Context: an optimization exercise on an open-source flow, tuned for small area, a short achievable clock period and few clock cycles. The choices shown serve that exercise and are no tape-out recipe. RTL that was checked went through simulation tests only; none was proved equivalent to the original.

## lottery_scheduler
module lottery_scheduler (
  input  logic           clk_i,
  input  logic           rst_ni,
  input  logic           in_valid_i,
  output logic           in_stall_o,
  input  logic [58:0]    in_req_i,
  output logic           out_valid_o,
  input  logic           out_stall_i,
  output logic [40:0]    out_res_o
);
Size in the first run: about 5000 cells after synthesis, roughly 470 flip-flops, about 110 I/O pins.
==> flow/config.mk <==
export PLATFORM = sky130hd
export DESIGN_NAME = lottery_scheduler
export DESIGN_NICKNAME = lottery_scheduler
export VERILOG_FILES = /design/flow/design.v
export SDC_FILE = /design/flow/constraint.sdc
export NUM_CORES = 4
export LEC_CHECK = 0
export ABC_AREA = 1
export ABC_CLOCK_PERIOD_IN_PS = 4000
export CAP_MARGIN = 10
export CORE_MARGIN = 2
export CORE_UTILIZATION = 40
export SETUP_SLACK_MARGIN = 3.0
export SLEW_MARGIN = 10
export TNS_END_PERCENT = 5
==> flow/constraint.sdc <==
create_clock -name core_clock -period 8.0 [get_ports {clk_i}]
set_input_delay 1.6000 -clock core_clock [delete_from_list [all_inputs] [get_ports {clk_i}]]
set_output_delay 1.6000 -clock core_clock [all_outputs]
set_load 0.01 [all_outputs]
run.sh (not shown) runs the stock make flow with config.mk's settings and CLKGATE_MAP_FILE= SYNTH_SCRIPT=/design/flow/synth_recipe.tcl, a recipe that flattens the netlist after the stock synthesis.
Rerun with:
--- a/flow/design.v
+++ b/flow/design.v
@@ -160,22 +160,22 @@
   assign s_use = use_q[s_q];
   assign s_rdy = rdy_q[s_q];
   assign d_use = use_q[d_q];
   assign d_rdy = rdy_q[d_q];
   logic out_free;
   assign out_free = !out_valid_q || !out_stall_i;
   logic exec_noop;
   always_comb begin
     case (op_q)
-      lsch_pkg::OpAssign:  exec_noop = 1'b0;
+      lsch_pkg::OpAssign:  exec_noop = !(s_use && s_rdy);    
       lsch_pkg::OpReady:   exec_noop = !(s_use && (s_rdy != isr_q));
       lsch_pkg::OpMove:    exec_noop = !(s_use && d_use && (s_q != d_q));
-      lsch_pkg::OpRelease: exec_noop = !s_use;
+      lsch_pkg::OpRelease: exec_noop = !s_rdy;
       lsch_pkg::OpDraw:    exec_noop = (total_q == 20'd0);
       default:             exec_noop = 1'b1;
     endcase
   end
   logic        silent;
   assign silent = (state_q == StExec) && walk_q && exec_noop && (pn_q != 2'd3);
   logic exec_multi, div_last, r_frees;
   assign exec_multi = ((op_q == lsch_pkg::OpMove) && s_use && d_use && (s_q != d_q)) ||
                       ((op_q == lsch_pkg::OpDraw) && (total_q != 20'd0));
@@ -314,21 +314,19 @@
         w_done = 1'b1;
         walk_d = 1'b0;
         gsel_d = s_q[3:2];             
       end else begin
         gsel_d = gsel_q + 2'd1;
       end
     end
     case (state_q)
       StExec: begin
-        if (silent) begin
-          state_d = StIdle;
-        end else if (!walk_q && (pn_q == 2'd0) && out_free) begin
+        if (silent || (!walk_q && (pn_q == 2'd0) && out_free)) begin
           case (op_q)
             lsch_pkg::OpAssign: begin
               r_done = 1'b1;
               tot_en     = s_use && s_rdy;
               tw_en      = 1'b1;
               use_d[s_q] = 1'b1;
               rdy_d[s_q] = 1'b0;
             end
             lsch_pkg::OpReady: begin
@@ -402,59 +400,36 @@
           tot_mv  = 1'b1;
           tot_en  = s_rdy != d_rdy;
           tot_sub = s_rdy;
           r_done  = 1'b1;
           rmoved  = 1'b1;
         end
       end
       default: ;
     endcase
-    if (r_done) state_d = StIdle;
+    if (silent) r_done = 1'b0;           
+    if (r_done || silent) state_d = StIdle;
     p_out = !walk_q && (pn_q != 2'd0) && out_free;
     tot_opnd = {4'd0, tot_mv ? t_q : tp};
     if (tot_en) total_d = total_q + (tot_sub ? ~tot_opnd : tot_opnd) + {19'd0, tot_sub};
     if (in_accept) begin
       lsel_d  = in_req.slot[1:0];
       state_d = StExec;
       if (!(walk_q && !w_done) && !w_start) gsel_d = in_req.slot[3:2];
       if (fast_ok) begin
         state_d = StDiv;
         rem_d   = rem_init;
         cnt_d   = 4'd15 - jj;
         dig_d   = dig_pair(rv_src, 4'd15 - jj);
         t3_d    = {2'b0, total_q} + {1'b0, total_q, 1'b0};
       end
     end
   end
-  logic start_any;
-  assign start_any = (in_accept && fast_ok) ||
-                     ((state_q == StExec) && (op_q == lsch_pkg::OpDraw) && !walk_q &&
-                      (pn_q == 2'd0) && out_free && (total_q != 20'd0));
-  logic [19:0] rem_n, wrem_n;
-  always_comb begin
-    if (start_any)                             rem_n = rem_init;
-    else if ((state_q == StDiv) && div_last)   rem_n = rem_q;
-    else                                       rem_n = rem_b;
-    if (w_start)                               wrem_n = rem_fin;
-    else if (!out_free)                        wrem_n = wrem_q;
-    else                                       wrem_n = e4[19:0];
-  end
-  logic [1:0] gsel_n, gsel_other;
-  always_comb begin
-    gsel_other = in_accept ? in_req.slot[3:2] : s_q[3:2];
-    if (walk_q) begin
-      if (!out_free)          gsel_n = gsel_q;
-      else if (neg != 4'd0)   gsel_n = gsel_other;
-      else                    gsel_n = gsel_q + 2'd1;
-    end else begin
-      gsel_n = gsel_d;
-    end
-  end
   always_ff @(posedge clk_i or negedge rst_ni) begin
     if (!rst_ni) begin
       state_q     <= StIdle;
       use_q       <= '0;
       rdy_q       <= '0;
       total_q     <= '0;
       walk_q      <= 1'b0;
       pn_q        <= 2'd0;
       out_valid_q <= 1'b0;
@@ -478,19 +453,19 @@
     end
     if (in_accept) begin
       op_q  <= in_req.operation;
       s_q   <= in_req.slot;
       d_q   <= in_req.other_slot;
       isr_q <= in_req.is_ready;
       rv_q  <= in_req.random_value;
     end
     t_q    <= in_accept ? in_req.ticket_count : t_d;
-    gsel_q <= gsel_n;
+    gsel_q <= gsel_d;
     lsel_q <= lsel_d;
-    rem_q  <= rem_n;
-    wrem_q <= wrem_n;
+    rem_q  <= rem_d;
+    wrem_q <= wrem_d;
     t3_q   <= t3_d;
     cnt_q  <= cnt_d;
     dig_q  <= dig_d;
     if (tw_en) tix_q[tw_addr] <= tw_data;
   end
 endmodule
- The changed run went through all stages and came out clean
- worst setup slack improves by 0.16 ns
- non-clock buffer count grows by 19
- via count shrinks by about 4.4%
- maximum frequency grows by about 3%
- sequential share of layout area shrinks by 0.42 points
Testbench counts after the change, summed over its fixed seeds: cycles 30,200.
Only the layout flow was run in the first run of this note; the RTL was not checked for function there.

separate check: timing with driven ports:
No port has a modelled driver above. Below, the same layouts with a new extraction and two added sets of constraints.
Step 1 (the two cells are an assumption about what drives the block):
set clk [get_ports {clk_i}]
set_driving_cell -lib_cell sky130_fd_sc_hd__clkbuf_16 $clk
set_driving_cell -lib_cell sky130_fd_sc_hd__buf_2 [delete_from_list [all_inputs] $clk]
Step 2 times the ports against the registers' clock, not the clock port: input delays grow and output delays shrink by t, the midpoint of the rising clock arrivals with the driver on.
Slacks: ideal ports / drivers / drivers and shift; pairs: ideal ports / drivers.
run | t, ns | setup slack, ns | worst hold slack (ns) | latest minus earliest clock arrival (ns) | worst data-port slew with drivers (ns)
the first run | 0.716 | 2.489 / 2.489 / 1.926 | 0.490 / 0.490 / 0.490 | 0.028 / 0.027 | 0.07
the second run | 0.705 | 2.653 / 2.653 / 2.299 | 0.492 / 0.492 / 0.492 | 0.034 / 0.034 | 0.06
After both steps setup and hold are still met in every run listed. For the first run, which loses most, drivers alone change the setup slack by 0.000 ns; drivers and shift together by -0.563 ns.
